Context: an optimization exercise on an open-source flow, tuned for small area, a short achievable clock period and few clock cycles per item. The choices shown serve that exercise and are no tape-out recipe. Only simulation tests tie the RTL to the original design; equivalence was not proved. Power figures rest on the tool's default switching activity, not on a simulated workload.

==> flow/flow/run.sh <==
#!/bin/bash
# Standard layout, but the port buffers that global placement inserts are
# sky130_fd_sc_hd__buf_1 instead of the resizer's default pick; later repair
# steps may still resize them.
set -euo pipefail
cd "$(dirname "$0")/.."
export BUFFER_PORTS_ARGS="-buffer_cell sky130_fd_sc_hd__buf_1"
bash standard.sh > standard.log 2>&1
==> flow/standard.sh <==
#!/bin/bash
# synth_recipe.tcl (not shown) runs the flow's synth.tcl, then flattens the netlist and writes it again
# the make line also repeats each setting of config.mk as NAME=value (left out here)
make -C /OpenROAD-flow-scripts/flow DESIGN_CONFIG=/design/flow/config.mk WORK_HOME=/design/flow/orfs CLKGATE_MAP_FILE= SYNTH_SCRIPT=/design/flow/synth_recipe.tcl "${@:-finish}"
==> flow/config.mk <==
export PLATFORM = sky130hd
export DESIGN_NAME = aes_key_sched_iter
export DESIGN_NICKNAME = aes_key_sched_iter
export VERILOG_FILES = /design/flow/design.v
export SDC_FILE = /design/flow/constraint.sdc
export NUM_CORES = 4
export LEC_CHECK = 0
export CAP_MARGIN = 20
export CORE_MARGIN = 2
export CORE_UTILIZATION = 40
export CTS_CLUSTER_DIAMETER = 100
export CTS_CLUSTER_SIZE = 24
export SETUP_SLACK_MARGIN = 3.2
export SLEW_MARGIN = 20
==> flow/constraint.sdc <==
create_clock -name core_clock -period 6.0 [get_ports {clk}]
set_input_delay 1.2000 -clock core_clock [delete_from_list [all_inputs] [get_ports {clk}]]
set_output_delay 1.2000 -clock core_clock [all_outputs]
set_load 0.01 [all_outputs]
==> flow/design.v <==
module aes_key_sched_iter #(
  parameter logic [2:0] MODES_EN = 3'b111,
  parameter int         IDX_W    = 6
) (
  input  logic             clk,
  input  logic             rst_n,
  input  logic             start,
  input  logic [1:0]       mode,
  input  logic [255:0]     key_in,
  output logic             busy,
  output logic             word_valid,
  input  logic             word_ready,
  output logic [31:0]      word_out,
  output logic [IDX_W-1:0] word_idx,
  output logic             done,
  output logic             err
);
  function automatic logic [3:0] sbox_mid(input logic [7:0] a);
    logic U0, U1, U2, U3, U4, U5, U6, U7;
    logic T1, T2, T3, T4, T5, T6, T7, T8, T9, T10, T11, T12, T13, T14, T15, T16;
    logic T17, T18, T19, T20, T21, T22, T23, T24, T25, T26, T27;
    logic M1, M2, M3, M4, M5, M6, M7, M8, M9, M10, M11, M12, M13, M14, M15, M16;
    logic M17, M18, M19, M20, M21, M22, M23, M24, M25, M26, M27, M28, M29, M30;
    logic M31, M32, M33, M34, M35, M36, M37, M38, M39, M40;
    {U0, U1, U2, U3, U4, U5, U6, U7} = a;
    T1 = U0 ^ U3;   T2 = U0 ^ U5;   T3 = U0 ^ U6;   T4 = U3 ^ U5;
    T5 = U4 ^ U6;   T6 = T1 ^ T5;   T7 = U1 ^ U2;   T8 = U7 ^ T6;
    T9 = U7 ^ T7;   T10 = T6 ^ T7;  T11 = U1 ^ U5;  T12 = U2 ^ U5;
    T13 = T3 ^ T4;  T14 = T6 ^ T11; T15 = T5 ^ T11; T16 = T5 ^ T12;
    T17 = T9 ^ T16; T18 = U3 ^ U7;  T19 = T7 ^ T18; T20 = T1 ^ T19;
    T21 = U6 ^ U7;  T22 = T7 ^ T21; T23 = T2 ^ T22; T24 = T2 ^ T10;
    T25 = T20 ^ T17; T26 = T3 ^ T16; T27 = T1 ^ T12;
    M1 = T13 & T6;  M2 = T23 & T8;  M3 = T14 ^ M1;  M4 = T19 & U7;
    M5 = M4 ^ M1;   M6 = T3 & T16;  M7 = T22 & T9;  M8 = T26 ^ M6;
    M9 = T20 & T17; M10 = M9 ^ M6;  M11 = T1 & T15; M12 = T4 & T27;
    M13 = M12 ^ M11; M14 = T2 & T10; M15 = M14 ^ M11; M16 = M3 ^ M2;
    M17 = M5 ^ T24; M18 = M8 ^ M7;  M19 = M10 ^ M15; M20 = M16 ^ M13;
    M21 = M17 ^ M15; M22 = M18 ^ M13; M23 = M19 ^ T25;
    M24 = M22 ^ M23;
    M25 = M22 & M20; M26 = M21 ^ M25; M27 = M20 ^ M21; M28 = M23 ^ M25;
    M29 = M28 & M27; M30 = M26 & M24; M31 = M20 & M23; M32 = M27 & M31;
    M33 = M27 ^ M25; M34 = M21 & M22; M35 = M24 & M34; M36 = M24 ^ M25;
    M37 = M21 ^ M29; M38 = M32 ^ M33; M39 = M23 ^ M30; M40 = M35 ^ M36;
    sbox_mid = {M37, M38, M39, M40};
  endfunction
  function automatic logic [7:0] sbox_out(input logic [7:0] a, input logic [3:0] m);
    logic U0, U1, U2, U3, U4, U5, U6, U7;
    logic T1, T2, T3, T4, T5, T6, T7, T8, T9, T10, T11, T12, T13, T15, T16;
    logic T17, T18, T19, T20, T21, T22, T23, T27;
    logic M37, M38, M39, M40, M41, M42, M43, M44;
    logic M45, M46, M47, M48, M49, M50, M51, M52, M53, M54, M55, M56, M57, M58;
    logic M59, M60, M61, M62, M63;
    logic L0, L1, L2, L3, L4, L5, L6, L7, L8, L9, L10, L11, L12, L13, L14, L15;
    logic L16, L17, L18, L19, L20, L21, L22, L23, L24, L25, L26, L27, L28, L29;
    {U0, U1, U2, U3, U4, U5, U6, U7} = a;
    {M37, M38, M39, M40} = m;
    T1 = U0 ^ U3;   T2 = U0 ^ U5;   T3 = U0 ^ U6;   T4 = U3 ^ U5;
    T5 = U4 ^ U6;   T6 = T1 ^ T5;   T7 = U1 ^ U2;   T8 = U7 ^ T6;
    T9 = U7 ^ T7;   T10 = T6 ^ T7;  T11 = U1 ^ U5;  T12 = U2 ^ U5;
    T13 = T3 ^ T4;  T15 = T5 ^ T11; T16 = T5 ^ T12;
    T17 = T9 ^ T16; T18 = U3 ^ U7;  T19 = T7 ^ T18; T20 = T1 ^ T19;
    T21 = U6 ^ U7;  T22 = T7 ^ T21; T23 = T2 ^ T22; T27 = T1 ^ T12;
    M41 = M38 ^ M40; M42 = M37 ^ M39; M43 = M37 ^ M38; M44 = M39 ^ M40;
    M45 = M42 ^ M41;
    M46 = M44 & T6;  M47 = M40 & T8;  M48 = M39 & U7;  M49 = M43 & T16;
    M50 = M38 & T9;  M51 = M37 & T17; M52 = M42 & T15; M53 = M45 & T27;
    M54 = M41 & T10; M55 = M44 & T13; M56 = M40 & T23; M57 = M39 & T19;
    M58 = M43 & T3;  M59 = M38 & T22; M60 = M37 & T20; M61 = M42 & T1;
    M62 = M45 & T4;  M63 = M41 & T2;
    L0 = M61 ^ M62;  L1 = M50 ^ M56;  L2 = M46 ^ M48;  L3 = M47 ^ M55;
    L4 = M54 ^ M58;  L5 = M49 ^ M61;  L6 = M62 ^ L5;   L7 = M46 ^ L3;
    L8 = M51 ^ M59;  L9 = M52 ^ M53;  L10 = M53 ^ L4;  L11 = M60 ^ L2;
    L12 = M48 ^ M51; L13 = M50 ^ L0;  L14 = M52 ^ M61; L15 = M55 ^ L1;
    L16 = M56 ^ L0;  L17 = M57 ^ L1;  L18 = M58 ^ L8;  L19 = M63 ^ L4;
    L20 = L0 ^ L1;   L21 = L1 ^ L7;   L22 = L3 ^ L12;  L23 = L18 ^ L2;
    L24 = L15 ^ L9;  L25 = L6 ^ L10;  L26 = L7 ^ L9;   L27 = L8 ^ L10;
    L28 = L11 ^ L14; L29 = L11 ^ L17;
    sbox_out = {L6 ^ L24, ~(L16 ^ L26), ~(L19 ^ L28), L6 ^ L21,
               L20 ^ L22, L25 ^ L29, ~(L13 ^ L27), ~(L6 ^ L23)};
  endfunction
  function automatic logic [7:0] decode(input logic [IDX_W-1:0] i, input logic [2:0] q,
                                        input logic [1:0] md, input logic pre);
    logic kp, d4, d3, d2, d1, rot, nrot, last;
    kp = 1'b0; d4 = 1'b0; d3 = 1'b0; d2 = 1'b0; d1 = 1'b0;
    rot = 1'b0; nrot = 1'b0; last = 1'b0;
    case (md)
      2'd0: begin
        kp   = (i < IDX_W'(3));
        d4   = (q == 3'd3); d3 = (q == 3'd0); d2 = (q == 3'd1); d1 = (q == 3'd2);
        rot  = (q == 3'd3);
        last = (i == IDX_W'(43));
      end
      2'd1: begin
        kp   = (i < IDX_W'(5));
        d4   = (q == 3'd1); d3 = (q == 3'd2); d2 = (q == 3'd3); d1 = (q == 3'd4);
        rot  = (q == 3'd5);
        last = (i == IDX_W'(51));
      end
      default: begin
        kp   = (i < IDX_W'(7));
        d4   = (q[1:0] == 2'd3); d3 = (q[1:0] == 2'd0);
        d2   = (q[1:0] == 2'd1); d1 = (q[1:0] == 2'd2);
        rot  = (q == 3'd7);
        nrot = (q == 3'd3) && (i > IDX_W'(7));
        last = (i == IDX_W'(59));
      end
    endcase
    if (pre) begin
      kp = 1'b1; d4 = 1'b1; d3 = 1'b0; d2 = 1'b0; d1 = 1'b0;
      rot = 1'b0; nrot = 1'b0; last = 1'b0;
    end
    decode = {kp, d4, d3, d2, d1, rot, nrot, last};
  endfunction
  logic             busy_q, pre_q, done_q, err_q;
  logic [IDX_W-1:0] idx_q, idx_n;
  logic [2:0]       q_q, q_n;       
  logic [1:0]       md_q, md_n;     
  logic [2:0]       nk_q;           
  logic [7:0]       c_q;            
  logic             c_kp, c_d4, c_d3, c_d2, c_d1, c_rot, c_nrot, c_last;
  logic [7:0]       rcon_q;
  logic [7:0]       xa_q, ya_q;     
  logic [7:0]       xb_q, yb_q;     
  logic [3:0]       xm_q, ym_q;     
  logic [7:0]       sb0_q, sb1_q, sb2_q, sb3_q;   
  logic [31:0]      s_q [8];
  logic             mode_ok, take, pre_n, ld, adv, hold, step;
  logic [31:0]      sh [8];         
  logic [31:0]      temp, new_word, e4, e3;
  logic [7:0]       xin, yin, xout, yout;
  always_comb begin
    case (mode)
      2'd0:    mode_ok = MODES_EN[0];
      2'd1:    mode_ok = MODES_EN[1];
      2'd2:    mode_ok = MODES_EN[2];
      default: mode_ok = 1'b0;
    endcase
  end
  assign {c_kp, c_d4, c_d3, c_d2, c_d1, c_rot, c_nrot, c_last} = c_q;
  assign take  = start && !busy_q && mode_ok;
  assign pre_n = take && (mode == 2'd0);
  assign ld    = !busy_q;
  assign adv   = busy_q && !pre_q && word_ready;
  assign hold  = busy_q && (pre_q || !word_ready);
  assign step  = adv || pre_q;      
  always_comb begin
    idx_n = idx_q;
    q_n   = q_q;
    md_n  = md_q;
    if (ld) begin
      idx_n = '0;
      q_n   = 3'd0;
      md_n  = mode;
    end else if (adv) begin
      idx_n = idx_q + 1'b1;
      q_n   = c_rot ? 3'd0 : q_q + 3'd1;
    end
  end
  always_comb begin
    temp = ({32{c_rot}}  & {sb1_q ^ rcon_q, sb2_q, sb3_q, sb0_q})
         | ({32{c_nrot}} & {sb0_q, sb1_q, sb2_q, sb3_q})
         | ({32{!c_rot && !c_nrot && !c_kp}} & s_q[7]);
    new_word = s_q[0] ^ temp;
    for (int k = 0; k < 7; k++) sh[k] = s_q[k+1];
    if (nk_q[0]) sh[2] = s_q[7];
    if (nk_q[1]) sh[4] = s_q[7];
    sh[7] = new_word;
    if (c_kp) e4 = nk_q[0] ? s_q[2] : s_q[3];
    else      e4 = new_word ^ s_q[1] ^ s_q[2] ^ (nk_q[0] ? s_q[7] : s_q[3]);
    e3 = c_kp ? s_q[2] : (s_q[7] ^ s_q[0] ^ s_q[1] ^ s_q[2]);
    xin  = c_d4 ? e4[31:24] : e3[23:16];
    yin  = c_d4 ? e4[15:8]  : e3[7:0];
    xout = sbox_out(xb_q, xm_q);
    yout = sbox_out(yb_q, ym_q);
  end
  always_ff @(posedge clk) begin
    if (!rst_n) begin
      busy_q <= 1'b0;
      pre_q  <= 1'b0;
      done_q <= 1'b0;
      err_q  <= 1'b0;
    end else begin
      pre_q  <= pre_n;
      done_q <= adv && c_last;
      err_q  <= start && !busy_q && !mode_ok;
      if (take)               busy_q <= 1'b1;
      else if (adv && c_last) busy_q <= 1'b0;
    end
  end
  always_ff @(posedge clk) begin
    idx_q <= idx_n;
    q_q   <= q_n;
    md_q  <= md_n;
    nk_q  <= {md_n == 2'd2, md_n == 2'd1, md_n == 2'd0};
    c_q   <= decode(idx_n, q_n, md_n, pre_n);
    for (int k = 0; k < 7; k++)
      s_q[k] <= ({32{ld}} & key_in[223 - 32*k -: 32]) | ({32{adv}} & sh[k])
              | ({32{hold}} & s_q[k]);
    s_q[7] <= ({32{ld}} & key_in[255:224]) | ({32{adv}} & sh[7]) | ({32{hold}} & s_q[7]);
    if (ld) begin
      rcon_q <= 8'h01;
    end else if (adv && c_rot) begin
      rcon_q <= {rcon_q[6:0], 1'b0} ^ (rcon_q[7] ? 8'h1b : 8'h00);
    end
    if (step) begin
      if (c_d4 || c_d3) begin xa_q <= xin; ya_q <= yin; end
      if (c_d3 || c_d2) begin
        xb_q <= xa_q; xm_q <= sbox_mid(xa_q);
        yb_q <= ya_q; ym_q <= sbox_mid(ya_q);
      end
      if (c_d2) begin sb0_q <= xout; sb2_q <= yout; end
      if (c_d1) begin sb1_q <= xout; sb3_q <= yout; end
    end
  end
  assign busy       = busy_q;
  assign word_valid = busy_q && !pre_q;
  assign done       = done_q;
  assign err        = err_q;
  assign word_out   = s_q[7];
  assign word_idx   = idx_q;
endmodule
==> results of run 1 <==
[kinds of logic after synthesis]
kind of cell	Yosys count	synth area share
compound gates	453	0.142
xor+xnor	324	0.159
fa+ha+maj	7	0.00433
buf+inv	176	0.0356
flops	361	0.404
mux	144	0.0784
simple gates	865	0.177
[cell usage in the layout (no fill, tap or decap), drive strengths merged, types with 8 or more instances in the layout]
master    n
o21ai   107
xor2    101
edfxtp   72
mux2i    65
a211oi    9
inv       8
nand2b   12
buf     385
clkbuf   26
nand3    14
nor3      9
nor2b    26
xnor2   207
nand2   493
nor2    277
a21oi    84
and2     11
mux2     79
a222oi   23
xnor3    10
a31oi   177
a22oi    17
dfxtp   289
[what timing repair did]
action,in CTS,in global routing
gates resized for setup,24,39
endpoints found under the hold margin,0,0
setup buffers,29,30
setup endpoints to repair,59,46
pin swaps,9,20
[metrics by stage]
step                worst slack [ps]  area, µm²
global route                    3060      22500
detailed placement              2600      21200
floorplan                       3210      19700
global placement                2670      21200
finish                          3200      22500
CTS                             3170      22100
[layout make-up]
cell class              instances  area, µm²  area share
clock buffers                  26        503      0.0223
multi-input cells            1793      11400       0.504
well taps                     664        831      0.0368
flip-flops and latches        361       7960       0.353
diodes                          3       7.51    0.000333
clock inverters                 1       30.0     0.00133
repair buffers                385       1830      0.0813
inverters                       8       30.0     0.00133
[layer usage]
metal / GRT usage / share of wire / vias up / routed length [µm]
met5: 0 / 0.0021 / - / 131
li1: - / - / 8398 / -
met4: 0.0709 / 0.029 / 18 / 1780
met1: 0.327 / 0.46 / 8304 / 28200
met2: 0.355 / 0.43 / 558 / 26900
met3: 0.0552 / 0.079 / 108 / 4880
[where the power goes]
group / switching [µW] / total, µW / internal [µW]
Clock: 843 / 1440 / 601
Sequential: 287 / 3180 / 2890
Combinational: 1510 / 2780 / 1270
[critical path: stages, from the launching register on]
cell and delay [ps]:
edfxtp_1 430, xnor3_2 460, xor2_4 180, xnor2_1 130
ha_1 280, xor2_1 160, xnor3_2 330, xor2_4 220
or3_4 390, nand3_2 90
[worst min-delay path by stage]
stage | cells after the start | end | startpoint | slack, ps
global placement | 2 | s_q[3][18] | s_q[4][18] | 460
CTS | 2 | s_q[5][25] | s_q[6][25] | 440
floorplan | 0 | xb_q[1] | xa_q[1] | 420
finish | 2 | s_q[5][25] | s_q[6][25] | 440
global route | 2 | s_q[5][25] | s_q[6][25] | 470
detailed placement | 2 | s_q[3][28] | s_q[4][28] | 460
==> metrics.md, run 1 <==
| Metric | Value |
|---|---|
| Status | `timing/DRC/antenna clean` |
| Post-synth top area cell | `dfxtp_1` |
| Max FO, Critical Path | `5` |
| Post-route insts no fill | `around 3200` |
| Leak Pwr | `between 0.008 and 0.009 µW` |
| Max cap viols | `0` |
| CP Class | `reg2reg` |
| PwrDens | `about 330 nW/µm²` |
| Post-synthesis sequential area ratio | `0.404` |
| Critical R2R Launch | `xa_q[4]` |
| Largest net degree at the start of global routing | `220` |
| Design Power | `7400 µW` |
| R2r setup slk | `around 3200 ps` |
| Critical Path Start Type | `flop` |
| Max frequency | `around 360 MHz` |
| Tcrit/Tclk final | `0.467` |
| Synth Cell Area | `about 20000 µm²` |
| Area of the core | `~49000 µm²` |
| Total CTS buffers | `19` |
| Synth Register Bits | `around 360` |
| 1st-iter DRT viols | `1367` |
| CP required | `approximately 6400 ps` |
| CTS Buffer Depth | `3` |
| FILL cells | `~4900` |
| Die span in x | `roughly 230 µm` |
| CP Launch Point | `xa_q[4]` |
| Initial antenna violation count | `12` |
| Most frequent cell after synthesis | `nand2_1` |
| # setup viols final | `0` |
| Worst-Skew Late Latency | `roughly 550 ps` |
| Io pins | `just over 300` |
| Global-route wire length before repair | `around 92000 µm` |
| Synth top cells by count | `493 x nand2_1, 289 x dfxtp_1, 276 x nor2_1` |
| Clk slew on worst S/H paths | `100 ps` |
| Syn_nets | `between 2000 and 3000` |
| Initial Utilization | `0.403` |
| Peak supply drop | `roughly 220 µV` |
| Post-synthesis area per instance | `8.43 µm²` |
| Max FFs per register | `roughly 260` |
| Final #Nets | `approximately 2800` |
| Inst Count DP | `~3200` |
| Final Hold Viols | `0` |
| Number of flops mapped to enable cells by yosys | `slightly above 70` |
| Worst Path Arrival | `3220 ps` |
| Die H | `226 µm` |
| Port bufs | `between 300 and 400` |
| FFs w/ async S/R, synth | `0` |
| Fin. max-slew vios | `0` |
| Slew margin rel. | `0.318` |
| CTS H-tree depth | `1` |
| Hold_ws | `442 ps` |
| Layout cell share with drive strength beyond 1 | `0.0971` |
| RSZ-0062 raised after global routing | `true` |
| Area share of the largest cell type after synthesis | `0.294` |
| Setup TNS | `0 ps` |
| Die area | `approximately 51000 µm²` |
| Ys flop type | `dfxtp_1` |
| Clock tree sinks | `between 300 and 400` |
| R2R cell count | `9` |
| Post-DR wirelength/cell | `approximately 19 µm` |
| RePlAce Congestion | `approximately 0.85` |
| Syn Inst Count | `approximately 2300` |
| Fin crit period | `about 2800 ps` |
| Detail Route Antenna Nets | `0` |
| Vias in the first global route | `about 16000` |
| Setup crit end kind | `flop` |
| Top reg by flops | `s_q` |
| Critical Path Sink | `xm_q[1]` |
| Layout Area Growth over Synthesis | `14.7%` |
| Least-Margin Pin Slew | `between 1000 and 1500 ps` |
| All-layer global routing usage | `0.233` |
| Final WL | `61800 µm` |
| Clock skew | `approximately 30 ps` |
| Yosys Warn Count | `3` |
| Grt ovf | `0` |
| Std-Cell Rows | `81` |
| DRC | `0` |
| Hold-fix buffers, CTS | `0` |
| Iteration count of the initial detailed-routing pass | `6` |
| Final Core Density | `0.462` |
| Unique masters post-synth | `65` |
| Worst min path class | `reg2reg` |
| CTS tree | `yes` |
| R2R Path End | `xm_q[1]` |
| HPWL after DPL | `~44000 µm` |
| Mean number of vias per cell | `between 5 and 6` |
| Largest cells by area after synthesis | `dfxtp_1 29%, edfxtp_1 11%, nand2_1 9.4%` |
| Clk root buf | `clkbuf_16` |
| Vias | `about 17000` |
Testbench counts, summed over its fixed seeds: cycles 27,251, words 26,552.
==> inputs of run 2 (changes only) <==
--- a/flow/design.v
+++ b/flow/design.v
@@ -192,7 +192,7 @@
     q_q   <= q_n;
     md_q  <= md_n;
     nk_q  <= {md_n == 2'd2, md_n == 2'd1, md_n == 2'd0};
-    c_q   <= decode(idx_n, q_n, md_n, pre_n);
+    c_q   <= decode(idx_n, q_n, md_n, ld && (mode == 2'd0));
     for (int k = 0; k < 7; k++)
       s_q[k] <= ({32{ld}} & key_in[223 - 32*k -: 32]) | ({32{adv}} & sh[k])
               | ({32{hold}} & s_q[k]);
--- a/flow/config.mk
+++ b/flow/config.mk
@@ -10,5 +10,5 @@
 export CORE_UTILIZATION = 40
 export CTS_CLUSTER_DIAMETER = 100
 export CTS_CLUSTER_SIZE = 24
-export SETUP_SLACK_MARGIN = 3.2
+export SETUP_SLACK_MARGIN = 4.0
 export SLEW_MARGIN = 20
==> metrics.md, run 2 <==
| Metric | Value |
|---|---|
| RSZ-0062 raised after global routing | `true` |
| FILL cells | `approximately 4300` |
| Hold path depth | `2` |
| Most used cell, CP | `xnor2_2` |
| 1st-iter DRT viols | `1825` |
| Die H | `about 230 µm` |
| Clock skew | `19.9 ps` |
| Gate power share | `0.442` |
| Die area | `between 50000 and 60000 µm²` |
| Iteration count of the initial detailed-routing pass | `9` |
| Total CTS buffers | `19` |
| Worst Path Arrival | `3210 ps` |
| Fin. max-slew vios | `0` |
| Max FFs per register | `roughly 260` |
| Crit path largest cell delay | `just under 500 ps` |
| Post-synth top area cell | `dfxtp_1` |
| Most frequent cell after synthesis | `nand2_1` |
| Setup TNS | `0 ps` |
| DRC | `0` |
| Max cap viols | `0` |
| Std-Cell Rows | `81` |
| Die span in x | `227 µm` |
| Vias | `19618` |
| PwrDens | `roughly 290 nW/µm²` |
| Grt ovf | `0` |
| Post-DR wirelength/cell | `22.7 µm` |
| Unique masters post-synth | `64` |
| R2R cell count | `10` |
| Detail Route Antenna Nets | `0` |
| Layout cell share with drive strength beyond 1 | `0.304` |
| Synth Register Bits | `around 360` |
| Final #Nets | `a little over 3000` |
| Largest net degree at the start of global routing | `103` |
| CTS tree | `yes` |
| Area share of the largest cell type after synthesis | `0.290` |
| Synth top cells by count | `499 x nand2_1, 289 x dfxtp_1, 268 x nor2_1` |
| CTS Buffer Depth | `3` |
| Switching share of power | `0.369` |
| Post-synthesis sequential area ratio | `0.399` |
| Crit-path slowest cell | `xor3_2` |
| HPWL after DPL | `roughly 48000 µm` |
| CTS H-tree depth | `1` |
| Layout Area Growth over Synthesis | `38.8%` |
| Max frequency | `341 MHz` |
| Least-Margin Pin Slew | `726 ps` |
| Leak Pwr | `roughly 0.011 µW` |
| Internal power | `a little over 5000 µW` |
| Peak supply drop | `approximately 170 µV` |
| Global-route wire length before repair | `approximately 120000 µm` |
| Area after DPL | `between 20000 and 25000 µm²` |
| Cell depth of the worst setup path | `10` |
| CP top delay family | `XOR/XNOR gates` |
| Number of flops mapped to enable cells by yosys | `72` |
| All-layer global routing usage | `0.297` |
| FFs w/ async S/R, synth | `0` |
| Fin crit period | `between 2000 and 3000 ps` |
| Clock tree sinks | `around 360` |
| Setup crit end kind | `flop` |
| Commonest non-fill, non-tap cell in the layout | `nand2_1` |
| Register share of total power | `0.376` |
| Synth Cell Area | `around 20000 µm²` |
| Initial Utilization | `0.406` |
| Clock share of power | `0.182` |
| Syn Inst Count | `2411` |
| Critical Path Start Type | `flop` |
| CP Class | `reg2reg` |
| Final WL | `between 70000 and 80000 µm` |
| Cell Chain, Critical Path | `xor3_2, xnor2_2, ha_1, xnor2_2, xnor2_2, buf_4, xor2_4, nor2_1, o211ai_1, nand4_1` |
| RePlAce Congestion | `between 0.8 and 0.9` |
| Final Hold Viols | `0` |
| Io pins | `between 300 and 400` |
| Tcrit/Tclk final | `0.489` |
| Status | `timing/DRC/antenna clean` |
| Switching power | `about 3000 µW` |
| Initial antenna violation count | `13` |
| Clk root buf | `clkbuf_16` |
| Yosys Warn Count | `3` |
| Vias in the first global route | `~19000` |
| Clk slew on worst S/H paths | `about 100 ps` |
| Slew margin rel. | `0.515` |
| Top reg by flops | `s_q` |
| Max FO, Critical Path | `4` |
| Area of the core | `49100 µm²` |
| CP required | `roughly 6300 ps` |
| Largest cells by area after synthesis | `dfxtp_1 29%, edfxtp_1 11%, xnor2_1 10%` |
| # setup viols final | `0` |
| Worst-Skew Late Latency | `between 500 and 600 ps` |
| Commonest cells after routing, fill and taps aside | `304 x nand2_1, 260 x buf_1, 252 x nor2_1` |
| Mean number of vias per cell | `between 5 and 6` |
| Worst min path class | `reg2reg` |
| Hold-fix buffers, CTS | `0` |
| Post-route cell area | `between 20000 and 30000 µm²` |
| Worst Path Buf+Inv | `1` |
| Port bufs | `slightly above 300` |
| Syn_nets | `between 2000 and 3000` |
| Ys flop type | `dfxtp_1` |
| Post-synthesis area per instance | `approximately 8.3 µm²` |
==> run 2: area by class of cell <==
class / count / area, µm² / area share
inverter: 10 / 37.5 / 0.00136
sequential: 361 / 8090 / 0.293
tap: 664 / 831 / 0.0300
timing repair buffer: 569 / 4270 / 0.154
clock inverter: 2 / 27.5 / 0.000995
multi-input combinational: 1865 / 13900 / 0.502
clock buffer: 27 / 505 / 0.0183
antenna: 5 / 12.5 / 0.000452
==> run 2: what timing repair did <==
item / in CTS / in global routing
pin swaps: 107 / 120
cloned: 17 / 0
setup buffers: 170 / 59
resized for setup: 353 / 134
setup endpoints to repair: 449 / 230
==> run 2: metal layers <==
metal | up-vias | part of all wire | global-route usage
met5 | - | 0.0011 | 0
met1 | 9541 | 0.42 | 0.406
met2 | 862 | 0.45 | 0.471
met4 | 14 | 0.032 | 0.0858
li1 | 9062 | - | -
met3 | 139 | 0.097 | 0.0636
==> run 2: path summary, 6_finish.rpt <==
kind	from	slack, ps	end
worst max-delay path	ya_q[3]	3060	ym_q[3]
worst max register to register	ya_q[3]	3060	ym_q[3]
worst min register to register	s_q[4][27]	470	s_q[3][27]
worst min-delay path	s_q[4][27]	470	s_q[3][27]
==> run 2: per-stage QoR <==
stage                     power [µW]  instances  setup WS, ps  hold slack [ps]  utilization
after global placement          5410       3223          2580              449        0.461
after global routing            8420       3499          2960              489        0.564
after detailed placement        5460       3223          2470              462        0.461
after CTS                       7670       3439          3190              467        0.540
after floorplan                 4890       2411          3280              421            -
final                           8100       3503          3060              469        0.564
==> run 2: logic make-up (layout without fill, tap and decap cells) <==
| group | Yosys count | after routing | synth area share |
|---|---|---|---|
| muxes | 137 | 137 | 0.0737 |
| buffers and inverters | 188 | 608 | 0.0377 |
| other | 0 | 5 | 0 |
| xor gates and xnor gates | 317 | 318 | 0.146 |
| AOI/OAI and AO/OA | 508 | 508 | 0.156 |
| DFF | 361 | 361 | 0.399 |
| and+or+nand+nor | 892 | 894 | 0.183 |
| adders and majority gates | 8 | 8 | 0.00489 |
==> run 2: worst register-to-register path: stages (launching register included) <==
cell and delay (ps):
edfxtp_1 460, xor3_2 490, xnor2_2 180, ha_1 310, xnor2_2 200, xnor2_2 120, buf_4 180, xor2_4 230
nor2_1 90, o211ai_1 230, nand4_1 150
==> run 2: power groups by stage <==
stage	logic (µW)	clock network, µW	registers [µW]
6_report	3580	1470	3050
5_1_grt	3780	1570	3070
4_1_cts	3140	1490	3040
3_5_place_dp	2310	0	3150
3_3_place_gp	2260	0	3150
2_1_floorplan	1850	0	3040
Testbench counts of run 2, summed over its fixed seeds: cycles 27,251, words 26,552.
==> inputs of run 3 (changes only) <==
--- a/flow/config.mk
+++ b/flow/config.mk
@@ -10,5 +10,5 @@
 export CORE_UTILIZATION = 40
 export CTS_CLUSTER_DIAMETER = 100
 export CTS_CLUSTER_SIZE = 24
-export SETUP_SLACK_MARGIN = 4.0
+export SETUP_SLACK_MARGIN = 3.6
 export SLEW_MARGIN = 20
==> metrics.md, run 3 <==
| Metric | Value |
|---|---|
| Syn_nets | `approximately 2700` |
| Crit path largest cell delay | `460 ps` |
| All-layer global routing usage | `0.261` |
| Synth Cell Area | `between 15000 and 20000 µm²` |
| R2r setup slk | `roughly 3200 ps` |
| DRC | `0` |
| Post-synthesis adder-cell area fraction | `0.00489` |
| CTS tree | `yes` |
| Vias in the first global route | `17359` |
| Commonest cells after routing, fill and taps aside | `499 x nand2_1, 288 x buf_1, 260 x nor2_1` |
| Initial Utilization | `0.406` |
| Clock skew | `21.6 ps` |
| CP required | `about 6300 ps` |
| Synth Register Bits | `~360` |
| Post-synthesis xor/xnor area fraction | `0.146` |
| Least-Margin Pin Slew | `about 1100 ps` |
| Die span in x | `between 200 and 250 µm` |
| Worst Path Arrival | `approximately 3100 ps` |
| Cell Chain, Critical Path | `xor3_2, xnor2_1, ha_1, xor2_1, xnor2_1, xnor2_2, buf_4, nor2_4, a221oi_1, a221o_1` |
| Fin crit period | `about 2800 ps` |
| Post-Route M1 WL | `between 30000 and 40000 µm` |
| R2R cell count | `10` |
| Slew margin rel. | `0.276` |
| Max FO, Critical Path | `5` |
| RSZ-0062 raised after global routing | `true` |
| Area of the core | `between 40000 and 50000 µm²` |
| Mean number of vias per cell | `approximately 5.5` |
| Setup TNS | `0 ps` |
| Final Hold Viols | `0` |
| Yosys Warn Count | `3` |
| Max frequency | `roughly 360 MHz` |
| Max FFs per register | `256` |
| Synth top cells by count | `499 x nand2_1, 289 x dfxtp_1, 268 x nor2_1` |
| Detail Route Antenna Nets | `0` |
| Inst Count DP | `3223` |
| Setup crit end kind | `flop` |
| CP Class | `reg2reg` |
| Layout Area Growth over Synthesis | `26.7%` |
| Worst-Skew Late Latency | `about 550 ps` |
| Post-synth top area cell | `dfxtp_1` |
| Die H | `~230 µm` |
| Commonest non-fill, non-tap cell in the layout | `nand2_1` |
| Most frequent cell after synthesis | `nand2_1` |
| Post-DR wirelength/cell | `around 21 µm` |
| Grt ovf | `0` |
| Std-Cell Rows | `81` |
| PwrDens | `299 nW/µm²` |
| Largest net degree at the start of global routing | `between 200 and 250` |
| Hold_ws | `around 460 ps` |
| Clock tree sinks | `~360` |
| Final #Nets | `between 3000 and 4000` |
| Total CTS buffers | `19` |
| Clk root buf | `clkbuf_16` |
| Hold Crit Endpoint | `s_q[3][20]` |
| FILL cells | `4610` |
| Post-synthesis area per instance | `between 8 and 9 µm²` |
| Max cap viols | `0` |
| Final WL | `70800 µm` |
| Fin. max-slew vios | `0` |
| Number of flops mapped to enable cells by yosys | `between 70 and 80` |
| Post-route insts no fill | `about 3400` |
| Leak Pwr | `0.00972 µW` |
| Ys flop type | `dfxtp_1` |
| Die area | `51600 µm²` |
| Iteration count of the initial detailed-routing pass | `7` |
| FFs w/ async S/R, synth | `0` |
| R2R Path End | `ym_q[1]` |
| Final Core Density | `0.515` |
| Syn Inst Count | `roughly 2400` |
| Tcrit/Tclk final | `0.466` |
| Mux share of post-synthesis cell area | `0.0737` |
| Largest cells by area after synthesis | `dfxtp_1 29%, edfxtp_1 11%, xnor2_1 10%` |
| Main combinational cell family by area after synthesis | `simple AND/OR/NAND/NOR gates` |
| CTS H-tree depth | `1` |
| Critical Path Start Type | `flop` |
| DR WL met3 | `about 6600 µm` |
| Vias | `18766` |
| Global-route wire length before repair | `103000 µm` |
| Compound-Gate Fraction of Synth Area | `0.156` |
| HPWL after DPL | `about 45000 µm` |
| Met2 routed wirelength | `31500 µm` |
| Peak supply drop | `189 µV` |
| 1st-iter DRT viols | `between 1500 and 2000` |
| Layout cell share with drive strength beyond 1 | `0.182` |
| Post-Synth Simple-Gate Area | `0.183` |
| Initial antenna violation count | `18` |
| HP Start | `s_q[4][20]` |
| Top reg by flops | `s_q` |
| Hold-fix buffers, CTS | `0` |
| Worst min path class | `reg2reg` |
| Port bufs | `a little over 300` |
| Unique masters post-synth | `64` |
| Status | `timing/DRC/antenna clean` |
| Highest routed layer | `met5` |
| Clk slew on worst S/H paths | `about 110 ps` |
| RePlAce Congestion | `0.861` |
| Post-synthesis sequential area ratio | `0.399` |
| Crit-path slowest cell | `xor3_2` |
| # setup viols final | `0` |
| Area share of the largest cell type after synthesis | `0.290` |
| Critical R2R Launch | `ya_q[1]` |
| Hold path depth | `2` |
| Most used cell, CP | `xnor2_1` |
| Io pins | `roughly 300` |
| CTS Buffer Depth | `3` |
run 3: cell count changes in the layout (fill, tap and decap cells not counted), moves of 10 or more:
cell	before	now
a21oi_1	88	98
buf_1	260	288
buf_16	15	2
buf_4	175	150
buf_6	95	32
dfxtp_4	35	25
mux2_2	5	70
mux2_4	70	5
nand2_1	304	499
nand2_2	193	0
o21ai_0	42	112
o21ai_1	73	6
xnor2_1	147	174
xnor2_2	59	38
run 3: through the flow:
stage | setup WS (ps) | area, µm² | power, µW
after floorplan | 3280 | 20200 | 4680
after global placement | 2550 | 21600 | 5170
after detailed placement | 2530 | 21600 | 5230
after CTS | 3210 | 24200 | 7160
after global routing | 3060 | 25300 | 7910
final | 3200 | 25300 | 7550
run 3: layer usage:
metal,global-route usage,vias up
li1,-,8922
met1,0.358,8918
met2,0.401,767
met3,0.0698,133
met4,0.0789,26
met5,0,-
run 3: worst max path at each step:
stage,start,endpoint,cells after the start
finish,ya_q[1],ym_q[1],10
global route,ya_q[7],ym_q[3],11
CTS,ya_q[3],ym_q[1],9
detailed placement,word_ready,c_q[4],9
global placement,word_ready,c_q[4],9
floorplan,ya_q[6],ym_q[1],9
run 3: power breakdown:
| part | leakage, µW | switching (µW) | internal [µW] |
|---|---|---|---|
| Sequential | 0.00309 | 224 | 2810 |
| Combinational | 0.00637 | 1580 | 1460 |
| Clock | 0.000264 | 850 | 620 |
| Total | 0.00972 | 2660 | 4890 |
run 3: final cells by class:
class	count	area [µm²]	share of cell area
Tap cell	664	831	0.0329
Inverter	10	37.5	0.00149
Clock inverter	2	25.0	0.000990
Multi-Input combinational cell	1865	12600	0.498
Sequential cell	361	8060	0.319
Timing Repair Buffer	506	3200	0.127
Clock buffer	25	519	0.0205
Antenna cell	2	5.00	0.000198
run 3: worst max-delay path: cells and delay by family, from the launching register on:
family                     cells  cell delay, ps
AOI/OAI and AO/OA              2             330
xor gates and xnor gates       5            1200
adders and majority gates      1             270
buffers and inverters          1             170
DFF                            1             440
and+or+nand+nor                1             130
run 3: cell families after synthesis:
kind of cell | Yosys count
AO/OA/AOI/OAI | 508
XOR/XNOR | 317
adder cells (fa/ha/maj) | 8
buffers and inverters | 188
flip-flops | 361
multiplexers | 137
AND/OR/NAND/NOR | 892
run 3: repair_timing:
| item | in CTS | in global routing |
|---|---|---|
| endpoints found under the setup margin | 305 | 119 |
| resized for setup | 175 | 103 |
| gates cloned | 11 | 1 |
| setup buffers | 108 | 63 |
| pin swaps | 53 | 62 |
==> inputs of run 4 (changes only) <==
--- a/flow/design.v
+++ b/flow/design.v
@@ -79,7 +79,7 @@
                L20 ^ L22, L25 ^ L29, ~(L13 ^ L27), ~(L6 ^ L23)};
   endfunction
   function automatic logic [7:0] decode(input logic [IDX_W-1:0] i, input logic [2:0] q,
-                                        input logic [1:0] md, input logic pre);
+                                        input logic [1:0] md);
     logic kp, d4, d3, d2, d1, rot, nrot, last;
     kp = 1'b0; d4 = 1'b0; d3 = 1'b0; d2 = 1'b0; d1 = 1'b0;
     rot = 1'b0; nrot = 1'b0; last = 1'b0;
@@ -105,13 +105,9 @@
         last = (i == IDX_W'(59));
       end
     endcase
-    if (pre) begin
-      kp = 1'b1; d4 = 1'b1; d3 = 1'b0; d2 = 1'b0; d1 = 1'b0;
-      rot = 1'b0; nrot = 1'b0; last = 1'b0;
-    end
     decode = {kp, d4, d3, d2, d1, rot, nrot, last};
   endfunction
-  logic             busy_q, pre_q, done_q, err_q;
+  logic             busy_q, done_q, err_q;
   logic [IDX_W-1:0] idx_q, idx_n;
   logic [2:0]       q_q, q_n;       
   logic [1:0]       md_q, md_n;     
@@ -124,7 +120,7 @@
   logic [3:0]       xm_q, ym_q;     
   logic [7:0]       sb0_q, sb1_q, sb2_q, sb3_q;   
   logic [31:0]      s_q [8];
-  logic             mode_ok, take, pre_n, ld, adv, hold, step;
+  logic             mode_ok, take, ld, adv, hold;
   logic [31:0]      sh [8];         
   logic [31:0]      temp, new_word, e4, e3;
   logic [7:0]       xin, yin, xout, yout;
@@ -138,11 +134,9 @@
   end
   assign {c_kp, c_d4, c_d3, c_d2, c_d1, c_rot, c_nrot, c_last} = c_q;
   assign take  = start && !busy_q && mode_ok;
-  assign pre_n = take && (mode == 2'd0);
   assign ld    = !busy_q;
-  assign adv   = busy_q && !pre_q && word_ready;
-  assign hold  = busy_q && (pre_q || !word_ready);
-  assign step  = adv || pre_q;      
+  assign adv   = busy_q && word_ready;
+  assign hold  = busy_q && !word_ready;
   always_comb begin
     idx_n = idx_q;
     q_n   = q_q;
@@ -165,8 +159,7 @@
     if (nk_q[0]) sh[2] = s_q[7];
     if (nk_q[1]) sh[4] = s_q[7];
     sh[7] = new_word;
-    if (c_kp) e4 = nk_q[0] ? s_q[2] : s_q[3];
-    else      e4 = new_word ^ s_q[1] ^ s_q[2] ^ (nk_q[0] ? s_q[7] : s_q[3]);
+    e4 = c_kp ? s_q[3] : (new_word ^ s_q[1] ^ s_q[2] ^ (nk_q[0] ? s_q[7] : s_q[3]));
     e3 = c_kp ? s_q[2] : (s_q[7] ^ s_q[0] ^ s_q[1] ^ s_q[2]);
     xin  = c_d4 ? e4[31:24] : e3[23:16];
     yin  = c_d4 ? e4[15:8]  : e3[7:0];
@@ -176,11 +169,9 @@
   always_ff @(posedge clk) begin
     if (!rst_n) begin
       busy_q <= 1'b0;
-      pre_q  <= 1'b0;
       done_q <= 1'b0;
       err_q  <= 1'b0;
     end else begin
-      pre_q  <= pre_n;
       done_q <= adv && c_last;
       err_q  <= start && !busy_q && !mode_ok;
       if (take)               busy_q <= 1'b1;
@@ -192,7 +183,7 @@
     q_q   <= q_n;
     md_q  <= md_n;
     nk_q  <= {md_n == 2'd2, md_n == 2'd1, md_n == 2'd0};
-    c_q   <= decode(idx_n, q_n, md_n, ld && (mode == 2'd0));
+    c_q   <= decode(idx_n, q_n, md_n);
     for (int k = 0; k < 7; k++)
       s_q[k] <= ({32{ld}} & key_in[223 - 32*k -: 32]) | ({32{adv}} & sh[k])
               | ({32{hold}} & s_q[k]);
@@ -202,7 +193,10 @@
     end else if (adv && c_rot) begin
       rcon_q <= {rcon_q[6:0], 1'b0} ^ (rcon_q[7] ? 8'h1b : 8'h00);
     end
-    if (step) begin
+    if (ld) begin
+      xa_q <= key_in[159:152];
+      ya_q <= key_in[143:136];
+    end else if (adv) begin
       if (c_d4 || c_d3) begin xa_q <= xin; ya_q <= yin; end
       if (c_d3 || c_d2) begin
         xb_q <= xa_q; xm_q <= sbox_mid(xa_q);
@@ -213,7 +207,7 @@
     end
   end
   assign busy       = busy_q;
-  assign word_valid = busy_q && !pre_q;
+  assign word_valid = busy_q;
   assign done       = done_q;
   assign err        = err_q;
   assign word_out   = s_q[7];
--- a/flow/config.mk
+++ b/flow/config.mk
@@ -7,8 +7,8 @@
 export LEC_CHECK = 0
 export CAP_MARGIN = 20
 export CORE_MARGIN = 2
-export CORE_UTILIZATION = 40
+export CORE_UTILIZATION = 55
 export CTS_CLUSTER_DIAMETER = 100
 export CTS_CLUSTER_SIZE = 24
-export SETUP_SLACK_MARGIN = 3.6
+export SETUP_SLACK_MARGIN = 3.2
 export SLEW_MARGIN = 20
==> metrics.md, run 4 <==
| Metric | Value |
|---|---|
| Status | `timing/DRC/antenna clean` |
| PnR worst setup slack | `3180 ps` |
| M3 GR Usage | `0.0472` |
| Met2 Use GR | `0.442` |
| Io pins | `about 300` |
| Syn Inst Count | `2168` |
| Worst-Skew Late Latency | `~530 ps` |
| Commonest non-fill, non-tap cell in the layout | `nor2_1` |
| Initial antenna violation count | `12` |
| CTS tree | `yes` |
| Hold-fix buffers, CTS | `0` |
| Final #Nets | `roughly 2700` |
| Post-synthesis area per instance | `around 9.3 µm²` |
| Most frequent cell after synthesis | `nor2_1` |
| Final WL | `~56000 µm` |
| Mean number of vias per cell | `5.61` |
| Critical Path Start Type | `flop` |
| Largest cells by area after synthesis | `dfxtp_1 29%, mux2i_1 13%, edfxtp_1 11%` |
| Critical R2R Launch | `xa_q[3]` |
| Max FO, Critical Path | `8` |
| # setup viols final | `0` |
| Fin crit period | `between 2000 and 3000 ps` |
| 1st-iter DRT viols | `approximately 1100` |
| Max cap viols | `0` |
| Clock skew | `~12 ps` |
| Grt ovf | `0` |
| Max frequency | `between 300 and 400 MHz` |
| Slew margin rel. | `0.347` |
| Top reg by flops | `s_q` |
| Post-synth top area cell | `dfxtp_1` |
| Die H | `slightly below 200 µm` |
| Area share of the largest cell type after synthesis | `0.286` |
| Die span in x | `approximately 200 µm` |
| Tcrit/Tclk final | `0.471` |
| Iteration count of the initial detailed-routing pass | `8` |
| HP Start | `rcon_q[1]` |
| DRC | `0` |
| Clock tree sinks | `360` |
| CP required | `6270 ps` |
| RePlAce Congestion | `about 0.88` |
| Number of flops mapped to enable cells by yosys | `72` |
| Die area | `38100 µm²` |
| Vias in the first global route | `around 15000` |
| Final Core Density | `0.624` |
| Post-DR wirelength/cell | `19.3 µm` |
| Setup TNS | `0 ps` |
| Post-route insts no fill | `between 2000 and 3000` |
| HPWL after DPL | `around 40000 µm` |
| Layout Area Growth over Synthesis | `12.8%` |
| Commonest cells after routing, fill and taps aside | `308 x nor2_1, 302 x buf_1, 282 x dfxtp_1` |
| Worst min path class | `reg2reg` |
| Peak supply drop | `around 250 µV` |
| Max FFs per register | `256` |
| Fin. max-slew vios | `0` |
| Setup crit end kind | `flop` |
| FFs w/ async S/R, synth | `0` |
| Place WS | `roughly 2800 ps` |
| Leak Pwr | `about 0.0090 µW` |
| Initial Utilization | `0.554` |
| Vias | `~16000` |
| Std-Cell Rows | `70` |
| Layout cell share with drive strength beyond 1 | `0.0871` |
| PwrDens | `around 390 nW/µm²` |
| CTS H-tree depth | `1` |
| Clk root buf | `clkbuf_16` |
| Ys flop type | `dfxtp_1` |
| Inst Count DP | `about 2800` |
| Yosys Warn Count | `3` |
| Synth Cell Area | `about 20000 µm²` |
| Worst Path Arrival | `about 3100 ps` |
| Area of the core | `between 30000 and 40000 µm²` |
| Detail Route Antenna Nets | `0` |
| CTS Buffer Depth | `3` |
| Global-route wire length before repair | `about 85000 µm` |
| Total CTS buffers | `18` |
| Met1 Use GR | `0.415` |
| Final Hold Viols | `0` |
| Post-synthesis sequential area ratio | `0.394` |
| Syn_nets | `2436` |
| CP Class | `reg2reg` |
| FILL cells | `about 3200` |
| Largest net degree at the start of global routing | `approximately 230` |
| Least-Margin Pin Slew | `a little under 1000 ps` |
| GR peak layer | `met2` |
| All-layer global routing usage | `0.281` |
| Unique masters post-synth | `73` |
| Synth Register Bits | `between 300 and 400` |
| Clk slew on worst S/H paths | `approximately 100 ps` |
| Synth top cells by count | `310 x nor2_1, 288 x dfxtp_1, 270 x mux2i_1` |
| RSZ-0062 raised after global routing | `true` |
| CP Launch Point | `xa_q[3]` |
| Port bufs | `between 300 and 400` |
run 4: cell types whose count changed after synthesis, moves of 33 or more:
cell,before,now
a31oi_1,181,4
o211ai_1,2,35
o21ai_0,119,48
a21oi_1,109,268
nand2_1,499,102
mux2i_1,62,270
clkbuf_1,138,94
nor2_1,268,310
run 4: cell type report:
| cell class | instances | area (µm²) | share of cell area |
|---|---|---|---|
| repair buffers | 375 | 1800 | 0.0791 |
| inverters | 24 | 90.1 | 0.00397 |
| flip-flops and latches | 360 | 7940 | 0.350 |
| diodes | 4 | 10.0 | 0.000441 |
| clock buffers | 27 | 505 | 0.0223 |
| well taps | 468 | 586 | 0.0258 |
| multi-input cells | 1625 | 11800 | 0.518 |
run 4: what timing repair did:
action                     in CTS  in global routing
buffers inserted               26                 35
setup endpoints to repair      37                 39
pin swaps                       8                 20
resized for setup              20                 33
run 4: cells by family (layout without fill, tap and decap cells):
family / count (synthesis) / in the layout / share of synthesized area
adders and majority gates: 9 / 9 / 0.00522
other: 0 / 4 / 0
and+or+nand+nor: 511 / 511 / 0.108
muxes: 323 / 323 / 0.164
AOI/OAI and AO/OA: 456 / 456 / 0.136
xor gates and xnor gates: 326 / 326 / 0.155
DFF: 360 / 360 / 0.394
buffers and inverters: 183 / 426 / 0.0376
run 4: worst max-delay path: stages (launching register included):
cell and delay [ps]:
edfxtp_1 540, xnor3_2 530, xnor2_2 160, xnor2_1 130, ha_1 330, xnor2_2 210
xnor2_2 150, xnor2_2 140, buf_6 140, xor2_1 130, a22oi_1 100
run 4: per-stage QoR:
step	power, µW	instance area (µm²)	hold WS [ps]
6_report	8930	22700	518
5_1_grt	9440	22700	546
4_1_cts	8530	22200	526
3_5_place_dp	6900	21400	507
3_3_place_gp	6830	21400	498
2_1_floorplan	6120	20200	421
run 4: final timing paths:
| kind | endpoint | slack [ps] | depth (start not counted) |
|---|---|---|---|
| min reg2reg | rcon_q[2] | 520 | 2 |
| max reg2reg | xm_q[3] | 3180 | 10 |
| min | rcon_q[2] | 520 | 2 |
| max | xm_q[3] | 3180 | 10 |
run 4: metal layers:
layer  wire [µm]  part of all wire
met5         106            0.0019
met4         704             0.013
met3        3380             0.061
met2       24800              0.45
met1       26500              0.48
run 4: where the power goes:
part	switching (µW)	internal, µW
Clock	792	589
Combinational	2250	2010
Sequential	294	3000
Testbench counts of run 4, summed over its fixed seeds: cycles 27,072, words 26,552.
==> inputs of run 5 (changes only) <==
--- a/flow/config.mk
+++ b/flow/config.mk
@@ -7,7 +7,7 @@
 export LEC_CHECK = 0
 export CAP_MARGIN = 20
 export CORE_MARGIN = 2
-export CORE_UTILIZATION = 55
+export CORE_UTILIZATION = 40
 export CTS_CLUSTER_DIAMETER = 100
 export CTS_CLUSTER_SIZE = 24
 export SETUP_SLACK_MARGIN = 3.2
==> metrics.md, run 5 <==
| Metric | Value |
|---|---|
| Fin crit period | `approximately 2800 ps` |
| Hold Crit Endpoint | `rcon_q[6]` |
| Syn_nets | `around 2400` |
| Fin. max-slew vios | `0` |
| Max frequency | `353 MHz` |
| Commonest non-fill, non-tap cell in the layout | `nor2_1` |
| Largest net degree at the start of global routing | `228` |
| Initial antenna violation count | `9` |
| # setup viols final | `0` |
| Post-synth top area cell | `dfxtp_1` |
| CP Class | `reg2reg` |
| Hold path depth | `2` |
| Synth Register Bits | `360` |
| Number of flops mapped to enable cells by yosys | `72` |
| HP Start | `rcon_q[6]` |
| Post-synthesis adder-cell area fraction | `0.00522` |
| RSZ-0062 raised after global routing | `true` |
| Post-route cell area | `between 20000 and 25000 µm²` |
| Design Power | `8890 µW` |
| Peak supply drop | `approximately 270 µV` |
| Synth Cell Area | `a little over 20000 µm²` |
| Critical Path Start Type | `flop` |
| CTS H-tree depth | `1` |
| CP required | `between 6000 and 7000 ps` |
| Tcrit/Tclk final | `0.473` |
| Final WL | `about 58000 µm` |
| Iteration count of the initial detailed-routing pass | `8` |
| R2R Path End | `ym_q[3]` |
| 1st-iter DRT viols | `about 1200` |
| Post-synthesis sequential area ratio | `0.394` |
| Detail Route Antenna Nets | `0` |
| FILL cells | `a little under 5000` |
| Area occupied by registers | `around 7900 µm²` |
| Layout cell share with drive strength beyond 1 | `0.0870` |
| Setup crit end kind | `flop` |
| Post-synthesis xor/xnor area fraction | `0.155` |
| R2r setup slk | `3160 ps` |
| DRC | `0` |
| Area of the multi-input gates | `about 12000 µm²` |
| Clk root buf | `clkbuf_16` |
| Die span in x | `roughly 230 µm` |
| Unique masters post-synth | `73` |
| Port bufs | `between 300 and 400` |
| CTS tree | `yes` |
| All-layer global routing usage | `0.208` |
| Least-Margin Pin Slew | `roughly 1100 ps` |
| Main combinational cell family by area after synthesis | `multiplexers` |
| Mean number of vias per cell | `around 5.3` |
| Vias in the first global route | `15223` |
| Post-synthesis area per instance | `9.28 µm²` |
| FFs w/ async S/R, synth | `0` |
| Critical R2R Launch | `ya_q[6]` |
| HPWL after DPL | `slightly above 40000 µm` |
| Clock skew | `roughly 17 ps` |
| Worst-Skew Late Latency | `550 ps` |
| Slew margin rel. | `0.280` |
| Status | `timing/DRC/antenna clean` |
| Top reg by flops | `s_q` |
| Max cap viols | `0` |
| CTS Buffer Depth | `3` |
| Initial Utilization | `0.404` |
| Post-DR wirelength/cell | `around 19 µm` |
| Syn Inst Count | `about 2200` |
| Io pins | `between 300 and 400` |
| Max FFs per register | `256` |
| Commonest cells after routing, fill and taps aside | `308 x nor2_1, 302 x buf_1, 282 x dfxtp_1` |
| Synth top cells by count | `310 x nor2_1, 288 x dfxtp_1, 270 x mux2i_1` |
| Worst Path Arrival | `between 3000 and 4000 ps` |
| Worst min path class | `reg2reg` |
| Most frequent cell after synthesis | `nor2_1` |
| PwrDens | `between 300 and 400 nW/µm²` |
| Global-route wire length before repair | `between 80000 and 90000 µm` |
| Grt ovf | `0` |
| R2R cell count | `10` |
| Clk slew on worst S/H paths | `100 ps` |
| Total CTS buffers | `18` |
| Final Core Density | `0.459` |
| Largest cells by area after synthesis | `dfxtp_1 29%, mux2i_1 13%, edfxtp_1 11%` |
| Clock tree sinks | `360` |
| Layout Area Growth over Synthesis | `13.7%` |
| Area of the core | `about 50000 µm²` |
| Die area | `52100 µm²` |
| Max FO, Critical Path | `5` |
| Std-Cell Rows | `just over 80` |
| Area share of the largest cell type after synthesis | `0.286` |
| Die H | `about 230 µm` |
| Setup TNS | `0 ps` |
| RePlAce Congestion | `0.849` |
| Final Hold Viols | `0` |
| Compound-Gate Fraction of Synth Area | `0.136` |
| Hold-fix buffers, CTS | `0` |
| Final #Nets | `approximately 2700` |
| Post-Synth Simple-Gate Area | `0.108` |
| Leak Pwr | `0.00895 µW` |
| Yosys Warn Count | `3` |
| Vias | `between 15000 and 20000` |
| Area after DPL | `between 20000 and 25000 µm²` |
| Mux share of post-synthesis cell area | `0.164` |
| Ys flop type | `dfxtp_1` |
## run 5: stage by stage
step	hold slack (ps)	std cells	setup slack, ps
finish	506	3087	3160
global placement	490	2996	2560
floorplan	421	2168	3270
CTS	508	3047	3190
detailed placement	495	2996	2540
global route	528	3086	3050
## run 5: layout make-up
class                   count  area share
well taps                 672      0.0367
flip-flops and latches    360       0.347
repair buffers            378      0.0776
clock buffers              27      0.0221
inverters                  24     0.00394
diodes                      1    0.000109
multi-input cells        1625       0.512
## run 5: metal layers
metal | part of all wire | vias to the layer above | track usage | wire length, µm
met1 | 0.46 | 7836 | 0.289 | 26500
met3 | 0.058 | 66 | 0.0358 | 3340
met2 | 0.46 | 390 | 0.339 | 26500
met4 | 0.020 | 14 | 0.0468 | 1160
met5 | 0.0017 | - | 0 | 96
li1 | - | 8023 | - | -
## run 5: kinds of logic (layout without fill, tap and decap cells)
| family | count (synthesis) | in the layout |
|---|---|---|
| AND/OR/NAND/NOR | 511 | 511 |
| AO/OA/AOI/OAI | 456 | 456 |
| flip-flops | 360 | 360 |
| XOR/XNOR | 326 | 326 |
| multiplexers | 323 | 323 |
| buffers and inverters | 183 | 429 |
| adder cells (fa/ha/maj) | 9 | 9 |
| other | 0 | 1 |
## run 5: worst max-delay path by stage
stage / startpoint / endpoint / slack (ps) / cells after the start
after CTS: ya_q[6] / ym_q[3] / 3190 / 10
after global placement: word_ready / c_q[0] / 2560 / 6
final: ya_q[6] / ym_q[3] / 3160 / 10
after global routing: ya_q[6] / ym_q[3] / 3050 / 10
after detailed placement: word_ready / s_q[4][29] / 2540 / 4
after floorplan: word_ready / xa_q[0] / 3270 / 7
## run 5: power breakdown
group	internal, µW	switching [µW]
Sequential	3000	298
Clock	590	807
Combinational	1940	2250
Total	5540	3360
## run 5: repair_timing
action,in CTS,in global routing
cloned,0,0
endpoints found under the setup margin,108,32
pin swaps,12,11
setup buffers,24,39
resized for setup,23,23
## run 5: worst max-delay path, cell delays in order (launching register included)
cell      delay [ps]
edfxtp_1         540
xor3_2           510
nor2_2           160
nor2_2            50
ha_1             330
xor2_2           170
xnor2_2          150
xnor2_2          250
buf_4            170
xor2_1           150
o22ai_1          100
==> inputs of run 6 (changes only) <==
--- a/flow/config.mk
+++ b/flow/config.mk
@@ -5,9 +5,10 @@
 export SDC_FILE = /design/flow/constraint.sdc
 export NUM_CORES = 4
 export LEC_CHECK = 0
+export ABC_CLOCK_PERIOD_IN_PS = 2500
 export CAP_MARGIN = 20
 export CORE_MARGIN = 2
-export CORE_UTILIZATION = 40
+export CORE_UTILIZATION = 55
 export CTS_CLUSTER_DIAMETER = 100
 export CTS_CLUSTER_SIZE = 24
 export SETUP_SLACK_MARGIN = 3.2
==> metrics.md, run 6 <==
| Metric | Value |
|---|---|
| Post-DR wirelength/cell | `19.3 µm` |
| Area share of the largest cell type after synthesis | `0.286` |
| Total CTS buffers | `18` |
| Syn_nets | `approximately 2400` |
| Post-synth top area cell | `dfxtp_1` |
| Ys flop type | `dfxtp_1` |
| Most frequent cell after synthesis | `nor2_1` |
| Inst Count DP | `approximately 2800` |
| Largest cells by area after synthesis | `dfxtp_1 29%, mux2i_1 13%, edfxtp_1 11%` |
| CP top delay family | `XOR/XNOR gates` |
| Worst min path class | `reg2reg` |
| Clock share of power | `0.155` |
| Max FFs per register | `256` |
| Die H | `a little under 200 µm` |
| Synth top cells by count | `310 x nor2_1, 288 x dfxtp_1, 270 x mux2i_1` |
| Post-route insts no fill | `2883` |
| Mean number of vias per cell | `around 5.6` |
| Final Hold Viols | `0` |
| Internal power | `about 5600 µW` |
| Syn Inst Count | `~2200` |
| CP required | `around 6300 ps` |
| Least-Margin Pin Slew | `a little under 1000 ps` |
| Synth Register Bits | `360` |
| Unique masters post-synth | `between 70 and 80` |
| Setup crit end kind | `flop` |
| Max frequency | `354 MHz` |
| CTS tree | `yes` |
| Initial Utilization | `0.554` |
| Status | `timing/DRC/antenna clean` |
| Std-Cell Rows | `70` |
| Clock skew | `around 12 ps` |
| Worst Path Arrival | `roughly 3100 ps` |
| # setup viols final | `0` |
| Final WL | `around 56000 µm` |
| Layout cell share with drive strength beyond 1 | `0.0871` |
| Hold_ws | `518 ps` |
| Crit-path slowest cell | `edfxtp_1` |
| CTS H-tree depth | `1` |
| RSZ-0062 raised after global routing | `true` |
| Initial antenna violation count | `12` |
| Commonest cells after routing, fill and taps aside | `308 x nor2_1, 302 x buf_1, 282 x dfxtp_1` |
| FFs w/ async S/R, synth | `0` |
| 1st-iter DRT viols | `between 1000 and 1500` |
| Vias in the first global route | `about 15000` |
| Tcrit/Tclk final | `0.471` |
| Crit path largest cell delay | `540 ps` |
| Yosys Warn Count | `3` |
| Switching share of power | `0.373` |
| Max cap viols | `0` |
| PwrDens | `394 nW/µm²` |
| CP Class | `reg2reg` |
| RePlAce Congestion | `0.876` |
| Die span in x | `slightly below 200 µm` |
| Vias | `16163` |
| Area of the core | `36300 µm²` |
| Detail Route Antenna Nets | `0` |
| Worst-Skew Late Latency | `around 530 ps` |
| Fin crit period | `2820 ps` |
| Iteration count of the initial detailed-routing pass | `8` |
| Peak supply drop | `roughly 250 µV` |
| Commonest non-fill, non-tap cell in the layout | `nor2_1` |
| Synth Cell Area | `between 20000 and 25000 µm²` |
| Slew margin rel. | `0.347` |
| Port bufs | `303` |
| Global-route wire length before repair | `around 85000 µm` |
| Largest net degree at the start of global routing | `roughly 230` |
| Number of flops mapped to enable cells by yosys | `72` |
| Max FO, Critical Path | `8` |
| Worst Path Buf+Inv | `1` |
| Setup TNS | `0 ps` |
| Top reg by flops | `s_q` |
| Critical Path Start Type | `flop` |
| Most used cell, CP | `xnor2_2` |
| Switching power | `around 3300 µW` |
| All-layer global routing usage | `0.281` |
| Leak Pwr | `0.00897 µW` |
| Fin. max-slew vios | `0` |
| Final #Nets | `2672` |
| Post-synthesis area per instance | `just over 9 µm²` |
| Clk slew on worst S/H paths | `100 ps` |
| Register share of total power | `0.369` |
| Post-synthesis sequential area ratio | `0.394` |
| CTS Buffer Depth | `3` |
| HPWL after DPL | `39900 µm` |
| Layout Area Growth over Synthesis | `12.8%` |
| Io pins | `approximately 300` |
| Cell Chain, Critical Path | `xnor3_2, xnor2_2, xnor2_1, ha_1, xnor2_2, xnor2_2, xnor2_2, buf_6, xor2_1, a22oi_1` |
| Grt ovf | `0` |
| Clock tree sinks | `360` |
| Die area | `around 38000 µm²` |
| DRC | `0` |
| Gate power share | `0.476` |
| Clk root buf | `clkbuf_16` |
run 6: repair_timing:
action / CTS / global route
setup buffers: 26 / 35
hold buffers: 0 / 0
endpoints found under the hold margin: 0 / 0
pin swaps: 8 / 20
resized for setup: 20 / 33
setup endpoints to repair: 37 / 39
run 6: kinds of logic (layout without fill, tap and decap cells):
logic type               count (synthesis)  count (layout)  share of synthesized area
flip-flops                             360             360                      0.394
multiplexers                           323             323                      0.164
AND/OR/NAND/NOR                        511             511                      0.108
buffers and inverters                  183             426                     0.0376
other                                    0               4                          0
XOR/XNOR                               326             326                      0.155
AO/OA/AOI/OAI                          456             456                      0.136
adder cells (fa/ha/maj)                  9               9                    0.00522
run 6: path summary, 6_finish.rpt:
kind / start / to / slack (ps) / cells after the start
worst max register to register: xa_q[3] / xm_q[3] / 3180 / 10
worst min register to register: rcon_q[1] / rcon_q[2] / 520 / 2
worst max-delay path: xa_q[3] / xm_q[3] / 3180 / 10
worst min-delay path: rcon_q[1] / rcon_q[2] / 520 / 2
run 6: worst reg2reg max path: cells and delay by family (launching register included):
| family | cells | cell delay, ps |
|---|---|---|
| xor+xnor | 7 | 1450 |
| buf+inv | 1 | 140 |
| compound gates | 1 | 100 |
| fa+ha+maj | 1 | 330 |
| flops | 1 | 540 |
run 6: power by group through the flow:
stage               Clock [µW]  Sequential [µW]  Combinational [µW]
finish                    1380             3300                4250
global route              1490             3330                4620
CTS                       1420             3330                3780
detailed placement           0             3440                3470
global placement             0             3430                3400
floorplan                    0             3220                2900
run 6: through the flow:
stage	total power, µW	instance area, µm²	setup slack [ps]	util
after floorplan	6120	20200	3270	-
after global placement	6830	21400	2830	0.588
after detailed placement	6900	21400	2800	0.588
after CTS	8530	22200	3160	0.611
after global routing	9440	22700	3030	0.624
final	8930	22700	3180	0.624
run 6: cell type report:
type | instances | area (µm²)
clock buffers | 27 | 505
fillers | 3224 | 13700
repair buffers | 375 | 1800
flip-flops and latches | 360 | 7940
well taps | 468 | 586
inverters | 24 | 90.1
multi-input cells | 1625 | 11800
diodes | 4 | 10.0
run 6: layer usage:
metal | global-route usage | vias up | routed length (µm)
met1 | 0.415 | 7694 | 26500
li1 | - | 8028 | -
met2 | 0.442 | 375 | 24800
met4 | 0.0427 | 16 | 704
met5 | 0 | - | 106
met3 | 0.0472 | 50 | 3380
==> inputs of run 7 (changes only) <==
--- a/flow/config.mk
+++ b/flow/config.mk
@@ -5,11 +5,10 @@
 export SDC_FILE = /design/flow/constraint.sdc
 export NUM_CORES = 4
 export LEC_CHECK = 0
-export ABC_CLOCK_PERIOD_IN_PS = 2500
 export CAP_MARGIN = 20
 export CORE_MARGIN = 2
 export CORE_UTILIZATION = 55
 export CTS_CLUSTER_DIAMETER = 100
 export CTS_CLUSTER_SIZE = 24
-export SETUP_SLACK_MARGIN = 3.2
+export SETUP_SLACK_MARGIN = 2.9
 export SLEW_MARGIN = 20
==> metrics.md, run 7 <==
| Metric | Value |
|---|---|
| Largest cells by area after synthesis | `dfxtp_1 29%, mux2i_1 13%, edfxtp_1 11%` |
| Die H | `between 150 and 200 µm` |
| Register share of total power | `0.395` |
| CP Launch Point | `yb_q[7]` |
| Post-synthesis area per instance | `9.28 µm²` |
| Clock share of power | `0.167` |
| Layout cell share with drive strength beyond 1 | `0.0617` |
| Detail Route Antenna Nets | `0` |
| Final #Nets | `approximately 2600` |
| Std-Cell Rows | `70` |
| Fin. max-slew vios | `0` |
| Port bufs | `303` |
| Fin crit period | `2940 ps` |
| Yosys Warn Count | `3` |
| Io pins | `slightly above 300` |
| Worst Path Arrival | `roughly 3300 ps` |
| Area share of the largest cell type after synthesis | `0.286` |
| Switching power | `3180 µW` |
| Final WL | `54400 µm` |
| Switching share of power | `0.374` |
| Worst-Skew Late Latency | `540 ps` |
| Synth Register Bits | `360` |
| Clk slew on worst S/H paths | `~100 ps` |
| PwrDens | `between 300 and 400 nW/µm²` |
| CP required | `6320 ps` |
| Number of flops mapped to enable cells by yosys | `slightly above 70` |
| Unique masters post-synth | `73` |
| Critical Path Sink | `sb3_q[5]` |
| Least-Margin Pin Slew | `~1200 ps` |
| Grt ovf | `0` |
| Post-DR wirelength/cell | `between 15 and 20 µm` |
| Synth top cells by count | `310 x nor2_1, 288 x dfxtp_1, 270 x mux2i_1` |
| Layout Area Growth over Synthesis | `9.95%` |
| Max frequency | `340 MHz` |
| HP Start | `rcon_q[6]` |
| Most frequent cell after synthesis | `nor2_1` |
| Post-synthesis sequential area ratio | `0.394` |
| Critical R2R Launch | `yb_q[7]` |
| Gate power share | `0.439` |
| Vias in the first global route | `~15000` |
| Mean number of vias per cell | `~5.6` |
| Post-synth top area cell | `dfxtp_1` |
| Tcrit/Tclk final | `0.490` |
| Largest net degree at the start of global routing | `238` |
| Commonest cells after routing, fill and taps aside | `310 x nor2_1, 302 x buf_1, 282 x dfxtp_1` |
| Syn_nets | `2436` |
| Top reg by flops | `s_q` |
| Commonest non-fill, non-tap cell in the layout | `nor2_1` |
| Internal power | `between 5000 and 6000 µW` |
| Initial antenna violation count | `10` |
| Slew margin rel. | `0.225` |
| Max cap viols | `0` |
| Critical Path Start Type | `flop` |
| Max FFs per register | `between 200 and 300` |
| FFs w/ async S/R, synth | `0` |
| Syn Inst Count | `~2200` |
| Iteration count of the initial detailed-routing pass | `7` |
| Status | `timing/DRC/antenna clean` |
| RePlAce Congestion | `between 0.8 and 0.9` |
| CTS tree | `yes` |
| Design Power | `8500 µW` |
| Area of the core | `~36000 µm²` |
| Vias | `15964` |
| Initial Utilization | `0.554` |
| Setup crit end kind | `flop` |
| CTS H-tree depth | `1` |
| Ys flop type | `dfxtp_1` |
| Setup TNS | `0 ps` |
| CP Class | `reg2reg` |
| 1st-iter DRT viols | `approximately 1100` |
| Die span in x | `about 200 µm` |
run 7: power by group through the flow:
stage	Sequential (µW)	Clock (µW)	Combinational (µW)
final	3350	1420	3730
after global routing	3390	1520	4070
after CTS	3370	1450	3540
after detailed placement	3430	0	3440
after global placement	3420	0	3390
after floorplan	3220	0	2880
run 7: critical path, cell delays in order (launching register included):
cell	delay, ps
edfxtp_1	590
xnor2_4	320
xor2_1	430
mux2_1	370
a22o_1	220
xnor2_1	300
xnor2_1	140
xnor2_1	360
run 7: per-stage QoR:
step / setup slack, ps / utilization / std cells / hold WS, ps / area (µm²)
floorplan: 2910 / - / 2168 / 421 / 20100
global placement: 2740 / 0.587 / 2794 / 493 / 21300
detailed placement: 2710 / 0.587 / 2794 / 507 / 21300
CTS: 3020 / 0.602 / 2822 / 517 / 21900
global route: 2870 / 0.609 / 2851 / 552 / 22100
finish: 3060 / 0.609 / 2855 / 523 / 22100
run 7: kinds of logic (layout without fill, tap and decap cells):
kind of cell,Yosys count,in the layout,synth area share
and+or+nand+nor,511,511,0.108
AOI/OAI and AO/OA,456,456,0.136
DFF,360,360,0.394
xor gates and xnor gates,326,326,0.155
muxes,323,323,0.164
buffers and inverters,183,397,0.0376
adders and majority gates,9,9,0.00522
other,0,5,0
run 7: repair_timing:
action	in CTS	in global routing
setup endpoints to repair	2	10
hold buffers	0	0
buffers inserted	0	28
resized for setup	2	4
pin swaps	0	3
run 7: final cells by class:
type,count,area (µm²)
Tap cell,468,586
Inverter,24,90.1
Antenna cell,5,12.5
Sequential cell,360,7940
Timing Repair Buffer,345,1480
Clock buffer,26,502
Clock inverter,2,28.8
Multi-Input combinational cell,1625,11500
Fill cell,3326,14200
run 7: worst min path at each step:
stage | depth (start not counted) | slack [ps] | to
6_report | 2 | 520 | rcon_q[6]
5_1_grt | 2 | 550 | rcon_q[6]
4_1_cts | 2 | 520 | rcon_q[7]
3_5_place_dp | 2 | 510 | rcon_q[7]
3_3_place_gp | 2 | 490 | rcon_q[6]
2_1_floorplan | 0 | 420 | xb_q[2]
run 7: per-layer routing:
metal  vias up  GRT usage  share of wire
met1      7533      0.400           0.48
met2       372      0.441           0.45
met4        14     0.0469          0.016
met5         -          0         0.0017
li1       7976          -              -
met3        69     0.0454          0.055
